Source: an optimization exercise on an open RTL-to-GDS flow (aim: small area, a short achievable clock period and few clock cycles). Production flows keep margins and buffers that such runs may drop.
In this exercise RTL edits were held to simulation tests only and were not proved equivalent to the original.
Power figures rest on the tool's default switching activity, not on a simulated workload.

[flow/design.v]
`timescale 1ns / 1ps
package ite_pkg;
	localparam int DEPTH   = 32;
	localparam int ADDR_W  = 5;
	localparam int WORD_W  = 32;
	localparam logic [2:0] REQ_WRITE  = 3'd0;
	localparam logic [2:0] REQ_DELETE = 3'd1;
	localparam logic [2:0] REQ_SEARCH = 3'd2;
	localparam logic [2:0] REQ_READ   = 3'd3;
	localparam logic [2:0] REQ_SORT   = 3'd4;
	typedef struct packed {
		logic [2:0]         req_type;
		logic [4:0]         slot;
		logic signed [31:0] word;
	} req_t;
	typedef struct packed {
		logic [2:0]         kind;
		logic [4:0]         hit_slot;
		logic signed [31:0] read_word;
		logic [5:0]         match_count;
		logic               found;
		logic               last;
	} rsp_t;
	typedef struct packed {
		logic [2:0]  kind;
		logic [4:0]  slot;
		logic [31:0] data;
		logic        last;
	} tok_t;
endpackage
`timescale 1ns / 1ps
module ite_mem (
	input  logic                                       clk,
	input  logic                                       arst_n,
	input  logic [ite_pkg::DEPTH-1:0]                  sel_w,
	input  logic [ite_pkg::DEPTH-1:0]                  sel_r1,
	input  logic [ite_pkg::DEPTH-1:0]                  sel_r2,
	input  logic [ite_pkg::DEPTH-1:0]                  sel_h,
	input  logic [ite_pkg::WORD_W-1:0]                 wdata,
	output logic [ite_pkg::DEPTH-1:0][ite_pkg::WORD_W-1:0] tab
);
	logic [ite_pkg::DEPTH-1:0][ite_pkg::WORD_W-1:0] nxt;
	logic                                           clr_q;
	logic [ite_pkg::DEPTH-1:0]                      w, r1, r2, h;
	assign w  = clr_q ? '0 : sel_w;
	assign r1 = clr_q ? '0 : sel_r1;
	assign r2 = clr_q ? '0 : sel_r2;
	assign h  = clr_q ? '0 : sel_h;
	always_comb begin
		for (int p = 0; p < ite_pkg::DEPTH; p++) begin
			nxt[p] = ({ite_pkg::WORD_W{w[p]}}  & wdata)
			       | ({ite_pkg::WORD_W{r1[p]}} & tab[(p + 1) % ite_pkg::DEPTH])
			       | ({ite_pkg::WORD_W{h[p]}}  & tab[p]);
			if (p % 2 == 1) begin
				nxt[p] = nxt[p] | ({ite_pkg::WORD_W{r2[p]}} & tab[(p + 2) % ite_pkg::DEPTH]);
			end
		end
	end
	always_ff @(posedge clk or negedge arst_n) begin
		if (!arst_n) begin
			clr_q <= 1'b1;
		end else begin
			clr_q <= 1'b0;
		end
	end
	always_ff @(posedge clk) begin
		tab <= nxt;
	end
endmodule
`timescale 1ns / 1ps
module ite_cmp (
	input  logic [ite_pkg::WORD_W-1:0] a,
	input  logic [ite_pkg::WORD_W-1:0] b,
	output logic                       lt
);
	logic [31:0] l0, e0;
	logic [15:0] l1, e1;
	logic [7:0]  l2, e2;
	logic [3:0]  l3, e3;
	logic [1:0]  l4, e4;
	assign l0 = {a[31] & ~b[31], ~a[30:0] & b[30:0]};
	assign e0 = ~(a ^ b);
	always_comb begin
		for (int i = 0; i < 16; i++) begin
			l1[i] = l0[2*i+1] | (e0[2*i+1] & l0[2*i]);
			e1[i] = e0[2*i+1] & e0[2*i];
		end
		for (int i = 0; i < 8; i++) begin
			l2[i] = l1[2*i+1] | (e1[2*i+1] & l1[2*i]);
			e2[i] = e1[2*i+1] & e1[2*i];
		end
		for (int i = 0; i < 4; i++) begin
			l3[i] = l2[2*i+1] | (e2[2*i+1] & l2[2*i]);
			e3[i] = e2[2*i+1] & e2[2*i];
		end
		for (int i = 0; i < 2; i++) begin
			l4[i] = l3[2*i+1] | (e3[2*i+1] & l3[2*i]);
			e4[i] = e3[2*i+1] & e3[2*i];
		end
	end
	assign lt = l4[1] | (e4[1] & l4[0]);
endmodule
module ite_pc3 (
	input  logic [ite_pkg::DEPTH-1:0] v,
	output logic                      a,
	output logic                      m,
	output logic                      t
);
	logic [5:0][31:0] la, lm, lt;
	always_comb begin
		la[0] = v;
		lm[0] = '0;
		lt[0] = '0;
		for (int k = 1; k < 6; k++) begin
			la[k] = '0;
			lm[k] = '0;
			lt[k] = '0;
			for (int i = 0; i < (32 >> k); i++) begin
				la[k][i] = la[k-1][2*i] | la[k-1][2*i+1];
				lm[k][i] = lm[k-1][2*i] | lm[k-1][2*i+1] | (la[k-1][2*i] & la[k-1][2*i+1]);
				lt[k][i] = lt[k-1][2*i] | lt[k-1][2*i+1] | (lm[k-1][2*i] & la[k-1][2*i+1])
				         | (la[k-1][2*i] & lm[k-1][2*i+1]);
			end
		end
		a = la[5][0];
		m = lm[5][0];
		t = lt[5][0];
	end
endmodule
`timescale 1ns / 1ps
module ite_seq (
	input  logic                                           clk,
	input  logic                                           arst_n,
	input  logic                                           req_valid,
	output logic                                           req_stall,
	input  ite_pkg::req_t                                  req,
	output logic                                           rsp_valid,
	input  logic                                           rsp_stall,
	output ite_pkg::rsp_t                                  rsp,
	input  logic [ite_pkg::DEPTH-1:0][ite_pkg::WORD_W-1:0] tab,
	input  logic [ite_pkg::DEPTH/2-1:0]                    inv,
	output logic [ite_pkg::DEPTH-1:0]                      sel_w,
	output logic [ite_pkg::DEPTH-1:0]                      sel_r1,
	output logic [ite_pkg::DEPTH-1:0]                      sel_r2,
	output logic [ite_pkg::DEPTH-1:0]                      sel_h,
	output logic [ite_pkg::WORD_W-1:0]                     wdata
);
	ite_pkg::req_t r_q, h_q;
	logic          r_v_q, h_v_q;
	ite_pkg::tok_t f0_q, f1_q;
	logic          f0_v_q, f1_v_q;
	logic [5:0]    cnt_q;
	logic [4:0]    off_q;
	logic          srt1_q, srt_q;
	ite_pkg::rsp_t rsp_q;
	logic          rsp_v_q;
	logic          push, pop, can, go;
	logic          is_wr, is_del, is_sort;
	ite_pkg::tok_t tok;
	logic          tok_v;
	logic          out_ok, emit, e_done, e_srch;
	ite_pkg::rsp_t p;
	logic [ite_pkg::DEPTH-1:0] eq, vec, low, rest;
	logic [4:0]    low_idx;
	logic [4:0]    ps_q;
	logic          ps_in_q, off_in_q;
	logic [4:0]    last_q;
	logic [4:0]    off_nx, last_nx, ps_nx;
	logic [ite_pkg::DEPTH/2-1:0] sw;
	logic [ite_pkg::DEPTH-1:0]   msh, mh;
	assign req_stall = h_v_q;
	assign push = req_valid && !h_v_q && !(req.req_type[2] && req.req_type[1:0] != 2'd0);
	assign can     = !f1_v_q;
	assign go      = r_v_q && can;
	assign is_wr   = go && r_q.req_type == ite_pkg::REQ_WRITE;
	assign is_del  = go && r_q.req_type == ite_pkg::REQ_DELETE;
	assign is_sort = r_v_q && r_q.req_type == ite_pkg::REQ_SORT;
	always_comb begin
		for (int i = 0; i < ite_pkg::DEPTH; i++) begin
			eq[i] = (tab[i] == r_q.word);
		end
	end
	always_comb begin
		for (int j = 0; j < ite_pkg::DEPTH / 2; j++) begin
			sw[j] = is_sort && inv[j] && !(off_q[0] && off_q[4:1] == 4'(j));
		end
	end
	logic [ite_pkg::DEPTH-1:0] ge_ps, ge_off, ge_last;
	always_comb begin
		for (int p = 0; p < ite_pkg::DEPTH; p++) begin
			ge_ps[p]   = 5'(p) >= ps_q;
			ge_off[p]  = 5'(p) >= off_q;
			ge_last[p] = 5'(p) >= last_q;
		end
	end
	assign msh = ps_in_q  ? (ge_ps & ~ge_last) : (ge_ps | ~ge_last);
	assign mh  = off_in_q ? (ge_off & ~ge_ps) : (ge_off | ~ge_ps);
	logic [5:0][ite_pkg::DEPTH-1:0] rot_eq;
	logic [ite_pkg::DEPTH-1:0]      eq_s;
	always_comb begin
		rot_eq[0] = eq;
		for (int k = 0; k < 5; k++) begin
			for (int p = 0; p < ite_pkg::DEPTH; p++) begin
				rot_eq[k + 1][p] = off_q[k] ? rot_eq[k][(p + (1 << k)) % ite_pkg::DEPTH] : rot_eq[k][p];
			end
		end
	end
	assign eq_s = rot_eq[5];
	logic eq_a, eq_m, eq_t, vec_a, vec_m, vec_t;
	ite_pc3 u_pc_eq  (.v(eq),  .a(eq_a),  .m(eq_m),  .t(eq_t));
	ite_pc3 u_pc_vec (.v(vec), .a(vec_a), .m(vec_m), .t(vec_t));
	assign wdata = r_q.word;
	always_comb begin
		for (int p = 0; p < ite_pkg::DEPTH; p++) begin
			sel_w[p]  = is_wr && ps_q == 5'(p);
			sel_r1[p] = is_del && msh[p];
			sel_r2[p] = 1'b0;
			sel_h[p]  = !(is_wr || is_del || is_sort) || (is_wr && ps_q != 5'(p)) || (is_del && mh[p]);
			if (p % 2 == 0) begin
				sel_r1[p] = sel_r1[p] || (is_sort && !sw[p / 2]);
				sel_h[p]  = sel_h[p] || sw[p / 2];
			end else begin
				sel_r1[p] = sel_r1[p] || (is_sort && !sw[(p / 2 + 1) % (ite_pkg::DEPTH / 2)]);
				sel_r2[p] = sw[(p / 2 + 1) % (ite_pkg::DEPTH / 2)];
			end
		end
	end
	always_comb begin
		tok      = '0;
		tok.kind = r_q.req_type;
		tok.slot = r_q.slot;
		tok.last = 1'b1;
		tok_v    = 1'b0;
		unique case (r_q.req_type)
			ite_pkg::REQ_WRITE, ite_pkg::REQ_DELETE: begin
				tok_v = go;
			end
			ite_pkg::REQ_SEARCH: begin
				tok.data = eq_s;
				tok.last = !eq_m;
				tok_v    = go;
			end
			ite_pkg::REQ_READ: begin
				tok.data = tab[ps_q];
				tok_v    = go;
			end
			ite_pkg::REQ_SORT: begin
				tok_v = go && srt_q;
			end
			default: ;
		endcase
	end
	assign pop = tok_v;
	assign off_nx  = is_sort ? off_q - 5'd1 : off_q;
	assign last_nx = is_sort ? last_q - 5'd1 : last_q;
	assign ps_nx   = (h_v_q ? h_q.slot : req.slot) + off_nx;
	assign out_ok = !rsp_v_q || !rsp_stall;
	assign emit   = f0_v_q && out_ok;
	assign e_srch = f0_q.kind == ite_pkg::REQ_SEARCH;
	assign vec    = f0_q.data;
	always_comb begin
		logic seen;
		seen = 1'b0;
		for (int i = 0; i < ite_pkg::DEPTH; i++) begin
			low[i] = vec[i] && !seen;
			seen   = seen || vec[i];
		end
	end
	assign rest = vec & ~low;
	always_comb begin
		low_idx = '0;
		for (int i = 0; i < ite_pkg::DEPTH; i++) begin
			if (low[i]) low_idx = low_idx | 5'(i);
		end
	end
	assign e_done = emit && f0_q.last;
	always_comb begin
		p      = '0;
		p.kind = f0_q.kind;
		p.last = 1'b1;
		unique case (f0_q.kind)
			ite_pkg::REQ_WRITE, ite_pkg::REQ_DELETE: begin
				p.hit_slot = f0_q.slot;
			end
			ite_pkg::REQ_SEARCH: begin
				p.hit_slot    = low_idx;
				p.found       = (vec != '0);
				p.last        = f0_q.last;
				p.match_count = (vec != '0 && f0_q.last) ? cnt_q + 6'd1 : 6'd0;
			end
			ite_pkg::REQ_READ: begin
				p.hit_slot  = f0_q.slot;
				p.read_word = f0_q.data;
				p.found     = 1'b1;
			end
			default: ;
		endcase
	end
	always_ff @(posedge clk or negedge arst_n) begin
		if (!arst_n) begin
			r_v_q   <= 1'b0;
			h_v_q   <= 1'b0;
			f0_v_q  <= 1'b0;
			f1_v_q  <= 1'b0;
			rsp_v_q <= 1'b0;
			off_q   <= '0;
			last_q  <= 5'd31;
		end else begin
			off_q  <= off_nx;
			last_q <= last_nx;
			if (!r_v_q || pop) begin
				r_v_q <= h_v_q || push;
				h_v_q <= h_v_q && push;
			end else begin
				h_v_q <= h_v_q || push;
			end
			if (!f0_v_q || e_done) begin
				f0_v_q <= f1_v_q || tok_v;
				f1_v_q <= 1'b0;
			end else begin
				f1_v_q <= f1_v_q || tok_v;
			end
			if (out_ok) begin
				rsp_v_q <= f0_v_q;
			end
		end
	end
	always_ff @(posedge clk) begin
		if (!r_v_q || pop) begin
			r_q    <= h_v_q ? h_q : req;
			ps_q     <= ps_nx;
			ps_in_q  <= ps_nx <= last_nx;
			off_in_q <= off_nx <= ps_nx;
			srt1_q <= 1'b0;
			srt_q  <= 1'b0;
		end else begin
			srt1_q <= is_sort && sw == '0;
			srt_q  <= is_sort && sw == '0 && srt1_q;
		end
		if (push) h_q <= req;
		if (!f0_v_q || e_done) begin
			f0_q <= f1_v_q ? f1_q : tok;
		end else if (emit) begin
			f0_q.data <= rest;
			f0_q.last <= !vec_t;
		end
		if (tok_v) f1_q <= tok;
		if (!f0_v_q || e_done) begin
			cnt_q <= '0;
		end else if (emit) begin
			cnt_q <= cnt_q + 6'd1;
		end
		if (out_ok) rsp_q <= p;
	end
	assign rsp_valid = rsp_v_q;
	assign rsp       = rsp_q;
endmodule
`timescale 1ns / 1ps
module integer_table_engine_with_sort (
	input  logic          clk,
	input  logic          arst_n,
	input  logic          req_valid,
	output logic          req_stall,
	input  logic [39:0]   req,
	output logic          rsp_valid,
	input  logic          rsp_stall,
	output logic [47:0]   rsp
);
	logic [ite_pkg::DEPTH-1:0][ite_pkg::WORD_W-1:0] tab;
	logic [ite_pkg::DEPTH/2-1:0]                    inv;
	logic [ite_pkg::DEPTH-1:0]                      sel_w, sel_r1, sel_r2, sel_h;
	logic [ite_pkg::WORD_W-1:0]                     wdata;
	ite_pkg::req_t req_s;
	ite_pkg::rsp_t rsp_s;
	assign req_s = req;
	assign rsp   = rsp_s;
	ite_mem u_mem (
		.clk    (clk),
		.arst_n (arst_n),
		.sel_w  (sel_w),
		.sel_r1 (sel_r1),
		.sel_r2 (sel_r2),
		.sel_h  (sel_h),
		.wdata  (wdata),
		.tab    (tab)
	);
	for (genvar j = 0; j < ite_pkg::DEPTH / 2; j++) begin : g_cmp
		ite_cmp u_cmp (
			.a  (tab[2 * j + 1]),
			.b  (tab[2 * j]),
			.lt (inv[j])
		);
	end
	ite_seq u_seq (
		.clk       (clk),
		.arst_n    (arst_n),
		.req_valid (req_valid),
		.req_stall (req_stall),
		.req       (req_s),
		.rsp_valid (rsp_valid),
		.rsp_stall (rsp_stall),
		.rsp       (rsp_s),
		.tab       (tab),
		.inv       (inv),
		.sel_w     (sel_w),
		.sel_r1    (sel_r1),
		.sel_r2    (sel_r2),
		.sel_h     (sel_h),
		.wdata     (wdata)
	);
endmodule
[flow/run.sh]
#!/bin/bash
# synth_recipe.tcl (not shown) runs the flow's synth.tcl, then flattens the netlist and writes it again
# the make line also repeats each setting of config.mk as NAME=value (left out here)
make -C /OpenROAD-flow-scripts/flow DESIGN_CONFIG=/design/flow/config.mk WORK_HOME=/design/flow/orfs CLKGATE_MAP_FILE= SYNTH_SCRIPT=/design/flow/synth_recipe.tcl finish
[flow/config.mk]
export PLATFORM = sky130hd
export DESIGN_NAME = integer_table_engine_with_sort
export DESIGN_NICKNAME = integer_table_engine_with_sort
export VERILOG_FILES = /design/flow/design.v
export SDC_FILE = /design/flow/constraint.sdc
export NUM_CORES = 4
export LEC_CHECK = 0
export CAP_MARGIN = 20
export CELL_PAD_IN_SITES_DETAIL_PLACEMENT = 1
export CORE_MARGIN = 2
export CORE_UTILIZATION = 30
export PLACE_DENSITY = 0.45
export SETUP_SLACK_MARGIN = 4.3
export SLEW_MARGIN = 20
[flow/constraint.sdc]
create_clock -name core_clock -period 8.0 [get_ports {clk}]
set_input_delay 1.6000 -clock core_clock [delete_from_list [all_inputs] [get_ports {clk}]]
set_output_delay 1.6000 -clock core_clock [all_outputs]
set_load 0.01 [all_outputs]
==> flow_summary.json, run 1 <==
{
  "yosys-top-cells-area": "dfxtp_1 (24%), xor2_1 (10%), mux4_2 (9.8%)",
  "reg2reg_depth": 10,
  "cts_tree": "done",
  "crit_buf_inv": 1,
  "cp-end-kind": "flip-flop",
  "cellPowerDensity_nw_per_um2": 353,
  "cap_viol_max_count": 0,
  "cts_sinks": 1265,
  "grt_pass1_wl_um": 735000,
  "hold_class": "reg2reg",
  "cts_hold_buffers": 0,
  "synthCells": 9187,
  "synth_top_area_frac": 0.236,
  "clk_pin_slew_worst_paths_ns": 0.06,
  "worst_pin_slew_ns": 1.22,
  "synth_top_area_cell": "dfxtp_1",
  "overflow": 0,
  "pre_cts_slack_ns": 2.46,
  "setup-tns-final_ns": 0,
  "async_flop_share": 0.0126,
  "r2r-start": "u_seq.r_q[3]$_DFFE_PN_",
  "status": "finished clean",
  "fmax_ghz": 0.253,
  "finalNetCount": 9814,
  "cp_data_required_time_ns": 8.59,
  "num_vias": 90700,
  "critPathKind": "reg2reg",
  "hold_end": "u_seq.srt_q$_SDFF_PN0_",
  "ys_seq_area_frac": 0.315,
  "detail-route-antenna-nets": 0,
  "critical_path.top_delay_family": "multiplexers",
  "fin_crit_sh": 0.493,
  "gp_congestion": 0.981,
  "slew_headroom": 0.190,
  "drt_wl_total_um": 562000,
  "worstHoldStart": "u_seq.srt1_q$_SDFF_PN0_",
  "met1_length_um": 201000,
  "die_y_um": 544,
  "fin_skew_ns": 0.0874,
  "clock_latency_ns": 0.90,
  "clockBufferDepth": 4,
  "final_area_um2": 106000,
  "worst_ir_drop_vdd_uv": 345,
  "slew_viol_final": 0,
  "synth.distinct_cells": 92,
  "ioPinCount": 94,
  "r2r_slack_ns": 4.05,
  "setup_ws_ns": 4.05,
  "synth_edf_count": 217,
  "syn-num-nets": 9751,
  "drt_iter0_markers": 17000,
  "top_layer_used": "met5",
  "postSynthAreaPerCell_um2": 9.53,
  "reg2reg_to": "u_seq.f0_q[8]$_DFFE_PP_",
  "hpwl_um": 330000,
  "rows": 198,
  "yosysWarnings": 4,
  "start_kind": "flip-flop",
  "crit_slowest_cell": "mux4_2",
  "place_inst": 12600,
  "dpl_cell_area_um2": 93200,
  "crit_path_frequent_cell": "mux4_2",
  "timing.final.hold_violations": 0,
  "drt_first_pass_iters": 14,
  "cts_made_buffers": 168,
  "wl_per_cell_um": 42.2,
  "max_stage_delay_ns": 0.57,
  "io_buffers": 93,
  "grt_pass1_vias": 86500,
  "drc": 0,
  "dieArea_um2": 296000,
  "antenna_found_initial": 63,
  "core_um2": 291000,
  "leakage_uw": 0.0442,
  "fin_cells": 13300,
  "hold_depth": 2,
  "synth_area_um2": 87500,
  "area_growth_syn_to_layout_pct": 21.3,
  "drive_gt1_frac": 0.183,
  "clockRootBuffer": "clkbuf_16",
  "critPathMaxFanout": 32,
  "fin_crit_ns": 3.95,
  "setup_viol": 0,
  "met2_length_um": 222000,
  "die_w_um": 544,
  "route.met3.wl_um": 81200,
  "synth_seq_cells": 1265,
  "rsz0062_at_grt": "yes",
  "crit_arrival_ns": 4.53,
  "crit_chain": "buf_16 -> xor2_1 -> nor4_1 -> nand4_1 -> nor2_4 -> mux4_2 -> mux4_2 -> a221o_1 -> mux2i_1 -> o21ai_1",
  "grtUsageTotal": 0.353,
  "viasPerCell": 6.81,
  "fill_cells": 32300,
  "h-tree-depth": 4,
  "grt_max_degree": 92,
  "start_util": 0.301,
  "utilization": 0.365,
  "synth_ff_type": "dfxtp_1"
}
-- synth_stat cells (34+ instances only) --
master and n:
dfxtp_1 1032, xor2_1 1030, nand2_1 922, inv_1 677
clkbuf_1 610, ha_1 519, a222oi_1 451, mux4_2 381
a221o_1 345, a22o_1 295, nor2_1 276, nor4_1 275
a21o_1 241, a21oi_1 233, edfxtp_1 217, a22oi_1 203
nand4_1 153, o21ai_0 144, buf_2 127, o31ai_1 109
and2_1 105, nor2b_1 92, nand3_1 64, nor3_1 62
buf_1 53, mux2_2 47, o21a_1 42, mux2i_1 38
o211ai_1 36, a31oi_1 34
-- worst min-delay path, delay by kind of cell, from the launching register on --
family	cells	cell delay, ns
flip-flops	1	0.31
AND/OR/NAND/NOR	2	0.09
-- power by group --
part	total, uW	switching [uW]	internal, uW
combinational	21500	15000	6520
clock	8010	3370	4640
sequential	7980	776	7200
-- logic make-up (layout without fill, tap and decap cells) --
logic type | after synthesis | in the layout | synth area share
AO/OA/AOI/OAI | 2314 | 2318 | 0.215
XOR/XNOR | 1044 | 1044 | 0.104
other | 1 | 36 | 0.0000428
flip-flops | 1265 | 1265 | 0.315
buffers and inverters | 1471 | 1641 | 0.0650
adder cells (fa/ha/maj) | 553 | 553 | 0.0782
multiplexers | 466 | 466 | 0.108
AND/OR/NAND/NOR | 2073 | 2089 | 0.114
-- registers in the layout, indices dropped and copies added, names as in the netlist, 5 cells and up --
| name | flops |
|---|---|
| u_seq.h_q | 40 |
| u_mem.tab | 1024 |
| u_seq.f0_q | 41 |
| u_seq.f1_q | 41 |
| u_seq.r_q | 40 |
| u_seq.rsp_q | 48 |
| u_seq.last_q | 5 |
| u_seq.off_q | 5 |
| u_seq.ps_q | 5 |
| u_seq.cnt_q | 6 |
-- how the worst max path moves through the flow --
stage,start,endpoint,slack [ns],depth (start not counted)
3_5_place_dp,rsp_stall,u_seq.f0_q[0]$_DFFE_PP_,2.46,13
4_1_cts,u_seq.ps_q[0]$_DFFE_PN_,u_mem.tab[782]$_DFF_P_,4.16,9
2_1_floorplan,rsp_stall,u_seq.f0_q[0]$_DFFE_PP_,4.07,11
5_1_grt,u_seq.r_q[9]$_DFFE_PN_,u_seq.f0_q[14]$_DFFE_PP_,4.14,11
3_3_place_gp,rsp_stall,u_seq.f0_q[0]$_DFFE_PP_,2.47,13
6_report,u_seq.r_q[3]$_DFFE_PN_,u_seq.f0_q[8]$_DFFE_PP_,4.05,10
-- final cells by class --
cell class                 count  area (um^2)  area share
multi-input combinational   6471        56800       0.535
sequential                  1265        27700       0.261
timing repair buffer         663         8600      0.0810
clock buffer                 238         4890      0.0461
tap                         3900         4880      0.0460
inverter                     680         2570      0.0242
clock inverter                59          674     0.00635
antenna                       35         87.6    0.000825
timing repair inverter         1         5.00   0.0000471
-- timing repair --
| item | in CTS | in global routing |
|---|---|---|
| endpoints found under the hold margin | 0 | 0 |
| endpoints found under the setup margin | 1072 | 875 |
| gates cloned | 60 | 28 |
| setup buffers | 117 | 136 |
| resized for setup | 301 | 265 |
| pin swaps | 42 | 92 |
-- per-layer routing --
layer  vias up  global-route usage
met5         -                   0
met4        48               0.292
met3      2110               0.141
met2      7424               0.490
met1     46100               0.425
li1      35000                   -
-- placed cells by master, fill, tap and decap left out, types with 56 or more instances in the layout --
cell	count
nand4_1	153
dfxtp_2	56
clkdlybuf4s50_1	93
a222oi_1	451
clkbuf_16	194
inv_1	670
nand3_1	62
a21oi_1	197
nor2_1	189
a221o_1	344
ha_1	515
buf_4	336
o21ai_0	136
a22oi_1	200
nor2b_1	87
dfxtp_1	967
mux4_2	381
and2_1	103
o31ai_1	106
nor2_4	58
a22o_1	295
nor4_1	253
buf_12	98
edfxtp_1	217
nand2_1	912
a21o_1	241
xor2_1	968
-- metrics by stage --
step	power (uW)	hold WS (ns)
global route	37500	0.442
detailed placement	22600	0.422
finish	37500	0.429
CTS	34600	0.429
global placement	22400	0.409
floorplan	16500	0.395
Testbench counts, summed over its fixed seeds: cycles 6,931.
==> inputs of run 2 (changes only) <==
--- a/flow/design.v
+++ b/flow/design.v
@@ -40,12 +40,11 @@
 	output logic [ite_pkg::DEPTH-1:0][ite_pkg::WORD_W-1:0] tab
 );
 	logic [ite_pkg::DEPTH-1:0][ite_pkg::WORD_W-1:0] nxt;
-	logic                                           clr_q;
 	logic [ite_pkg::DEPTH-1:0]                      w, r1, r2, h;
-	assign w  = clr_q ? '0 : sel_w;
-	assign r1 = clr_q ? '0 : sel_r1;
-	assign r2 = clr_q ? '0 : sel_r2;
-	assign h  = clr_q ? '0 : sel_h;
+	assign w  = sel_w;
+	assign r1 = sel_r1;
+	assign r2 = sel_r2;
+	assign h  = sel_h;
 	always_comb begin
 		for (int p = 0; p < ite_pkg::DEPTH; p++) begin
 			nxt[p] = ({ite_pkg::WORD_W{w[p]}}  & wdata)
@@ -56,13 +55,6 @@
 			end
 		end
 	end
-	always_ff @(posedge clk or negedge arst_n) begin
-		if (!arst_n) begin
-			clr_q <= 1'b1;
-		end else begin
-			clr_q <= 1'b0;
-		end
-	end
 	always_ff @(posedge clk) begin
 		tab <= nxt;
 	end
@@ -151,6 +143,7 @@
 	logic          f0_v_q, f1_v_q;
 	logic [5:0]    cnt_q;
 	logic [4:0]    off_q;
+	logic          clr_q;
 	logic          srt1_q, srt_q;
 	ite_pkg::rsp_t rsp_q;
 	logic          rsp_v_q;
@@ -215,7 +208,8 @@
 			sel_w[p]  = is_wr && ps_q == 5'(p);
 			sel_r1[p] = is_del && msh[p];
 			sel_r2[p] = 1'b0;
-			sel_h[p]  = !(is_wr || is_del || is_sort) || (is_wr && ps_q != 5'(p)) || (is_del && mh[p]);
+			sel_h[p]  = (!(is_wr || is_del || is_sort) && !clr_q) || (is_wr && ps_q != 5'(p))
+			         || (is_del && mh[p]);
 			if (p % 2 == 0) begin
 				sel_r1[p] = sel_r1[p] || (is_sort && !sw[p / 2]);
 				sel_h[p]  = sel_h[p] || sw[p / 2];
@@ -305,7 +299,9 @@
 			rsp_v_q <= 1'b0;
 			off_q   <= '0;
 			last_q  <= 5'd31;
+			clr_q   <= 1'b1;
 		end else begin
+			clr_q  <= 1'b0;
 			off_q  <= off_nx;
 			last_q <= last_nx;
 			if (!r_v_q || pop) begin
--- a/flow/config.mk
+++ b/flow/config.mk
@@ -7,8 +7,9 @@
 export LEC_CHECK = 0
 export CAP_MARGIN = 20
 export CELL_PAD_IN_SITES_DETAIL_PLACEMENT = 1
-export CORE_MARGIN = 2
+export CORE_MARGIN = 5
 export CORE_UTILIZATION = 30
 export PLACE_DENSITY = 0.45
-export SETUP_SLACK_MARGIN = 4.3
+export SETUP_SLACK_MARGIN = 4.5
 export SLEW_MARGIN = 20
+export TNS_END_PERCENT = 5
==> run 2 against run 1 <==
Compared with the run above: utilization fell by 0.083 points; non-clock buffer count fell by 10; via count fell by 2.1%.
==> flow_summary.json, run 2 <==
{
  "wl_per_cell_um": 40.5,
  "rsz0062_at_grt": "yes",
  "clk_pin_slew_worst_paths_ns": 0.08,
  "die_w_um": 548,
  "multi_input_area_um2": 54800,
  "top_register": "u_mem.tab",
  "yosysWarnings": 4,
  "met1_usage": 0.421,
  "cts_tree": "done",
  "hpwl_um": 329000,
  "slew_viol_final": 0,
  "rows": 197,
  "fin_crit_sh": 0.473,
  "cts_sinks": 1265,
  "critPathMaxFanout": 39,
  "fmax_ghz": 0.265,
  "worst_pin_slew_ns": 1.14,
  "synthCells": 9361,
  "synthTopCellsByCount": "nand2_1 (1068), dfxtp_1 (1032), xor2_1 (1031)",
  "drt_iter0_markers": 17100,
  "grt.busiest_layer": "met2",
  "grt_pass1_wl_um": 729000,
  "die_y_um": 548,
  "p_total_uw": 39800,
  "start_util": 0.301,
  "hold_depth": 0,
  "synth_top_area_cell": "dfxtp_1",
  "grt_max_degree": 65,
  "area_growth_syn_to_layout_pct": 21.0,
  "cellPowerDensity_nw_per_um2": 379,
  "synth.distinct_cells": 90,
  "grt_pass1_vias": 85600,
  "drt_first_pass_iters": 11,
  "largest_reg_flops": 1024,
  "worst_ir_drop_vdd_uv": 296,
  "leakage_uw": 0.0440,
  "async_flop_share": 0.0126,
  "layout_common_cells": "nand2_1 (1062), inv_1 (959), xor2_1 (956)",
  "grtUsageMet3": 0.0963,
  "clock_latency_ns": 0.92,
  "postSynthAreaPerCell_um2": 9.28,
  "grt_use_met2": 0.495,
  "detail-route-antenna-nets": 0,
  "timing.final.hold_violations": 0,
  "reg_top3": "u_mem.tab (1024), u_seq.rsp_q (48)",
  "ys_seq_area_frac": 0.318,
  "synth_area_um2": 86800,
  "cp_data_required_time_ns": 8.64,
  "crit_arrival_ns": 4.42,
  "yosys-top-cells-area": "dfxtp_1 (24%), xor2_1 (10%), mux4_2 (9.1%)",
  "critPathKind": "reg2reg",
  "drt_wl_total_um": 541000,
  "cts_made_buffers": 169,
  "cap_viol_max_count": 0,
  "dieArea_um2": 300000,
  "drc": 0,
  "cp-end-kind": "flip-flop",
  "fin_skew_ns": 0.0785,
  "gp_congestion": 1.02,
  "antenna_found_initial": 52,
  "overflow": 0,
  "final_area_um2": 105000,
  "synth_top_area_frac": 0.238,
  "hold_class": "reg2reg",
  "yosys.cell_count.top_type": "nand2_1",
  "setup_viol": 0,
  "clockRootBuffer": "clkbuf_16",
  "io_buffers": 93,
  "fill_cells": 32100,
  "synth_edf_count": 217,
  "slew_headroom": 0.236,
  "num_vias": 88800,
  "core_um2": 288000,
  "synth_ff_type": "dfxtp_1",
  "grtUsageTotal": 0.341,
  "h-tree-depth": 4,
  "start_kind": "flip-flop",
  "syn-num-nets": 9925,
  "finalNetCount": 9953,
  "ioPinCount": 94,
  "synth_seq_cells": 1265,
  "clockBufferDepth": 4,
  "seq_area_um2": 27800,
  "status": "finished clean",
  "layout_commonest_cell": "nand2_1",
  "setup-tns-final_ns": 0,
  "viasPerCell": 6.66,
  "reg2reg_depth": 9,
  "fin_crit_ns": 3.78,
  "drive_gt1_frac": 0.182,
  "hold_slack_ns": 0.453,
  "dpl_cell_area_um2": 92200
}
## run 2: changes by cell type after synthesis, moves of 64 or more
cell | previous run | this run
a221o_1 | 345 | 193
a22o_1 | 295 | 34
a22oi_1 | 203 | 137
a21o_1 | 241 | 147
nor2b_1 | 92 | 28
nand2_1 | 922 | 1068
inv_1 | 677 | 965
o21ai_0 | 144 | 285
o31ai_1 | 109 | 12
a222oi_1 | 451 | 768
## run 2: worst paths after layout
| check | end | start | slack (ns) |
|---|---|---|---|
| worst max-delay path | u_seq.f0_q[8]$_DFFE_PP_ | u_seq.ps_q[1]$_DFFE_PN_ | 4.22 |
| worst min register to register | u_seq.f1_q[33]$_DFFE_PP_ | u_seq.r_q[32]$_DFFE_PN_ | 0.45 |
| worst min-delay path | u_seq.f1_q[33]$_DFFE_PP_ | u_seq.r_q[32]$_DFFE_PN_ | 0.45 |
| worst max register to register | u_seq.f0_q[8]$_DFFE_PP_ | u_seq.ps_q[1]$_DFFE_PN_ | 4.22 |
| min in group asynchronous | u_seq.off_q[2]$_DFF_PN0_ | arst_n | 1.06 |
| max in group asynchronous | u_seq.last_q[3]$_DFF_PN1_ | arst_n | 6.61 |
## run 2: logic make-up after synthesis
family                   after synthesis  synth area share
AO/OA/AOI/OAI                       2160             0.202
XOR/XNOR                            1044             0.105
flip-flops                          1265             0.318
multiplexers                         430             0.101
buffers and inverters               1773            0.0789
AND/OR/NAND/NOR                     2123             0.115
other                                  1         0.0000432
adder cells (fa/ha/maj)              565            0.0802
## run 2: report_power, final
group	total (uW)	switching, uW	internal (uW)	leakage (uW)
Sequential	8400	1050	7350	0.0107
Clock	7900	3380	4510	0.00275
Combinational	23500	16400	7130	0.0305
## run 2: cell type report
type                    count  area share
diodes                     35    0.000834
well taps                3781      0.0450
clock buffers             237      0.0467
multi-input cells        6332       0.522
repair buffers            653      0.0798
clock inverters            68     0.00604
flip-flops and latches   1265       0.265
inverters                 968      0.0348
## run 2: critical path, cell delays in order (launching register included)
cell      delay, ns
edfxtp_1       0.38
buf_12         0.21
buf_4          0.53
mux4_2         0.50
mux4_2         0.61
nand2_1        0.30
a21oi_1        0.16
a221o_1        0.38
mux2i_4        0.24
o21ai_0        0.11
## run 2: timing repair
action                                  4_1_cts  5_1_grt
gates cloned                                 68       11
setup buffers                               165       54
endpoints found under the setup margin     1107      870
hold buffers                                  0        0
resized for setup                           551      153
pin swaps                                    75       62
## run 2: through the flow
step,std cells,util,setup WS (ns)
final,13300,0.365,4.22
after global routing,13300,0.364,4.25
after CTS,13200,0.360,4.42
after detailed placement,12700,0.320,3.04
after global placement,12700,0.320,3.10
after floorplan,9361,-,4.08
## run 2: metal layers
metal	up-vias	wire, um
met5	-	136
met2	6701	224000
met3	1759	66100
met4	22	53600
li1	35200	-
met1	45100	197000
Testbench counts of run 2, summed over its fixed seeds: cycles 6,931.
==> inputs of run 3 (changes only) <==
--- a/flow/config.mk
+++ b/flow/config.mk
@@ -10,6 +10,6 @@
 export CORE_MARGIN = 5
 export CORE_UTILIZATION = 30
 export PLACE_DENSITY = 0.45
-export SETUP_SLACK_MARGIN = 4.5
+export SETUP_SLACK_MARGIN = 4.7
 export SLEW_MARGIN = 20
 export TNS_END_PERCENT = 5
==> run 3 against run 2 <==
Compared with the run above: worst hold slack got worse by 0.034 ns; sequential share of layout area decreased by 0.53 points; critical path depth rose by 4; area after synthesis unchanged; sequential power rose by 0.6%; final cell count up 1.2%; combinational power grew 9.8%; still clean; highest routed layer unchanged; via count rose by 4.4%; non-clock buffer count rose by 146; worst setup slack lost 0.055 ns.
==> flow_summary.json, run 3 <==
{
  "critPathKind": "reg2reg",
  "reg_top3": "u_mem.tab (1024), u_seq.rsp_q (48)",
  "antenna_found_initial": 60,
  "die_y_um": 548,
  "num_vias": 92700,
  "cts_made_buffers": 168,
  "reg2reg_to": "u_seq.f0_q[28]$_DFFE_PP_",
  "slew_headroom": 0.222,
  "yosysWarnings": 4,
  "top_register": "u_mem.tab",
  "setup-tns-final_ns": 0,
  "synthTopCellsByCount": "nand2_1 (1068), dfxtp_1 (1032), xor2_1 (1031)",
  "io_buffers": 93,
  "cap_viol_max_count": 0,
  "drt_iter0_markers": 18600,
  "core_um2": 288000,
  "async_flop_share": 0.0126,
  "synth_ff_type": "dfxtp_1",
  "path_depth": 13,
  "slew_viol_final": 0,
  "yosys.cell_count.top_type": "nand2_1",
  "crit_arrival_ns": 4.47,
  "start_util": 0.301,
  "worst_ir_drop_vdd_uv": 288,
  "worst_pin_slew_ns": 1.16,
  "layout_common_cells": "nand2_1 (1055), xor2_1 (959), inv_1 (954)",
  "synth_top_area_cell": "dfxtp_1",
  "ys_seq_area_frac": 0.318,
  "finalNetCount": 10100,
  "status": "finished clean",
  "rows": 197,
  "reg2reg_depth": 13,
  "cp-end-kind": "flip-flop",
  "fin_crit_sh": 0.479,
  "largest_reg_flops": 1024,
  "crit_slowest_cell": "mux4_2",
  "pre_cts_slack_ns": 2.81,
  "setup_viol": 0,
  "synth_top_area_frac": 0.238,
  "start_kind": "flip-flop",
  "p_total_uw": 42400,
  "rsz0062_at_grt": "yes",
  "grt_pass1_wl_um": 780000,
  "drc": 0,
  "grtUsageTotal": 0.371,
  "r2r_slack_ns": 4.16,
  "critPathMaxFanout": 16,
  "yosys-top-cells-area": "dfxtp_1 (24%), xor2_1 (10%), mux4_2 (9.1%)",
  "drt_wl_total_um": 597000,
  "clock_latency_ns": 0.94,
  "clockRootBuffer": "clkbuf_16",
  "clockBufferDepth": 4,
  "hpwl_um": 354000,
  "hold_class": "reg2reg",
  "area_growth_syn_to_layout_pct": 24.3,
  "timing.final.hold_violations": 0,
  "dieArea_um2": 300000,
  "worstHoldStart": "u_seq.srt1_q$_SDFF_PN0_",
  "viasPerCell": 6.87,
  "layout_commonest_cell": "nand2_1",
  "postSynthAreaPerCell_um2": 9.28,
  "fill_cells": 32100,
  "syn-num-nets": 9925,
  "clk_pin_slew_worst_paths_ns": 0.07,
  "leakage_uw": 0.0452,
  "fmax_ghz": 0.261,
  "grt_pass1_vias": 87900,
  "critical_path.top_delay_family": "multiplexers",
  "h-tree-depth": 4,
  "detail-route-antenna-nets": 0,
  "crit_buf_inv": 3,
  "ioPinCount": 94,
  "hold_end": "u_seq.srt_q$_SDFF_PN0_",
  "drt_first_pass_iters": 13,
  "cellPowerDensity_nw_per_um2": 393,
  "synth_area_um2": 86800,
  "die_w_um": 548,
  "crit_chain": "buf_12 -> buf_16 -> xor2_1 -> nor4_1 -> nand4_1 -> nor2_4 -> buf_12 -> mux4_2 -> a22oi_1 -> nand2_1 -> a221o_1 -> mux2i_1 -> o21ai_0",
  "r2r-start": "u_seq.r_q[27]$_DFFE_PN_",
  "synth_seq_cells": 1265,
  "synth.distinct_cells": 90,
  "fin_crit_ns": 3.84,
  "synth_edf_count": 217,
  "crit_path_frequent_cell": "buf_12",
  "cts_sinks": 1265,
  "cp_data_required_time_ns": 8.64,
  "fin_skew_ns": 0.0771,
  "gp_congestion": 1.03,
  "max_stage_delay_ns": 0.56,
  "hold_depth": 2,
  "synthCells": 9361,
  "grt_max_degree": 111,
  "wl_per_cell_um": 44.2,
  "overflow": 0,
  "setup_ws_ns": 4.16,
  "drive_gt1_frac": 0.210,
  "cts_tree": "done"
}
-- run 3: changes by cell type in the layout (fill, tap and decap cells not counted), sizes merged, moves of 2 or more --
cell           previous run  this run
buf                     503       647
clkinv                   46        32
clkbuf                  248       260
bufinv                    7        17
bufbuf                   46        38
diode                    35        40
clkinvlp                  7        11
inv                     976       972
clkdlybuf4s50            93        91
-- run 3: kinds of logic (layout without fill, tap and decap cells) --
family / after synthesis / in the layout / share of synthesized area
adders and majority gates: 565 / 565 / 0.0802
other: 1 / 41 / 0.0000432
AOI/OAI and AO/OA: 2160 / 2167 / 0.202
buffers and inverters: 1773 / 2070 / 0.0789
muxes: 430 / 430 / 0.101
and+or+nand+nor: 2123 / 2130 / 0.115
xor gates and xnor gates: 1044 / 1044 / 0.105
DFF: 1265 / 1265 / 0.318
-- run 3: layout make-up --
type                       count  area (um^2)  share of cell area
inverter                     968         3670              0.0340
multi-input combinational   6337        55400               0.513
timing repair buffer         799        10300              0.0958
clock buffer                 239         4840              0.0448
tap                         3781         4730              0.0438
antenna                       40          100            0.000927
clock inverter                64          873             0.00809
sequential                  1265        28000               0.259
-- run 3: repair_timing --
item | in CTS | in global routing
hold buffers | 0 | 0
resized for setup | 689 | 311
cloned | 77 | 20
setup endpoints to repair | 1173 | 1142
pin swaps | 95 | 110
buffers inserted | 212 | 137
-- run 3: worst register-to-register path: cells and delay by family (launching register included) --
kind	cells	cell delay [ns]
buffers and inverters	3	0.49
and+or+nand+nor	4	0.52
DFF	1	0.41
xor gates and xnor gates	1	0.53
AOI/OAI and AO/OA	3	0.79
muxes	2	0.82
-- run 3: how the worst max path moves through the flow --
stage,start,end,slack [ns]
4_1_cts,u_seq.r_q[28]$_DFFE_PN_,u_seq.f0_q[14]$_DFFE_PP_,4.46
6_report,u_seq.r_q[27]$_DFFE_PN_,u_seq.f0_q[28]$_DFFE_PP_,4.16
3_3_place_gp,u_seq.off_q[0]$_DFF_PN0_,u_mem.tab[640]$_DFF_P_,2.95
3_5_place_dp,u_seq.off_q[0]$_DFF_PN0_,u_mem.tab[647]$_DFF_P_,2.81
2_1_floorplan,req[32],u_seq.off_in_q$_DFFE_PN_,4.26
5_1_grt,u_mem.tab[313]$_DFF_P_,u_seq.srt1_q$_SDFF_PN0_,4.25
-- run 3: stage by stage --
step | util | std cells | hold slack [ns] | cell area [um^2]
5_1_grt | 0.374 | 13500 | 0.428 | 108000
6_report | 0.375 | 13500 | 0.419 | 108000
4_1_cts | 0.364 | 13300 | 0.427 | 105000
3_3_place_gp | 0.321 | 12700 | 0.415 | 92400
3_5_place_dp | 0.321 | 12700 | 0.423 | 92500
2_1_floorplan | - | 9361 | 0.401 | 86900
-- run 3: routing by layer --
layer / part of all wire / track usage / up-vias
li1: - / - / 35600
met2: 0.39 / 0.517 / 7818
met4: 0.12 / 0.349 / 28
met1: 0.35 / 0.435 / 46900
met3: 0.14 / 0.140 / 2401
met5: 0.00032 / 0.000317 / -
-- run 3: power by group --
part	switching [uW]	leakage, uW	internal (uW)	total [uW]
logic	17800	0.0316	7960	25800
clock network	3420	0.00278	4770	8190
registers	1110	0.0108	7350	8450
total	22400	0.0452	20100	42400

-- port drivers added, routing unchanged --
No port has a modelled driver above. Below, the same layouts with a new extraction and two added sets of constraints. Step 1 (the two cells are an assumption about what drives the block):
set clk [get_ports {clk}]
set_driving_cell -lib_cell sky130_fd_sc_hd__clkbuf_16 $clk
set_driving_cell -lib_cell sky130_fd_sc_hd__buf_2 [delete_from_list [all_inputs] $clk]
Step 2, shift: input delay + t, output delay - t, t = (earliest + latest rising clock arrival at the registers) / 2. This alone moves slack from input paths to output paths. Three values: no drivers, after step 1, after step 2; two values: the first two.
run | t, ns | setup WS [ns] | latest minus earliest clock arrival (ns) | pins driven straight from the clock port
run 1 | 0.966 | 4.054 / 4.054 / 3.589 | 0.098 / 0.099 | 1
run 2 | 0.978 | 4.219 / 4.220 / 3.482 | 0.089 / 0.089 | 1
run 3 | 1.011 | 4.164 / 4.164 / 3.527 | 0.083 / 0.083 | 1
After both steps every run listed still meets setup and hold. For run 2, which loses most, drivers alone change the setup slack by +0.001 ns; drivers and shift together by -0.737 ns.
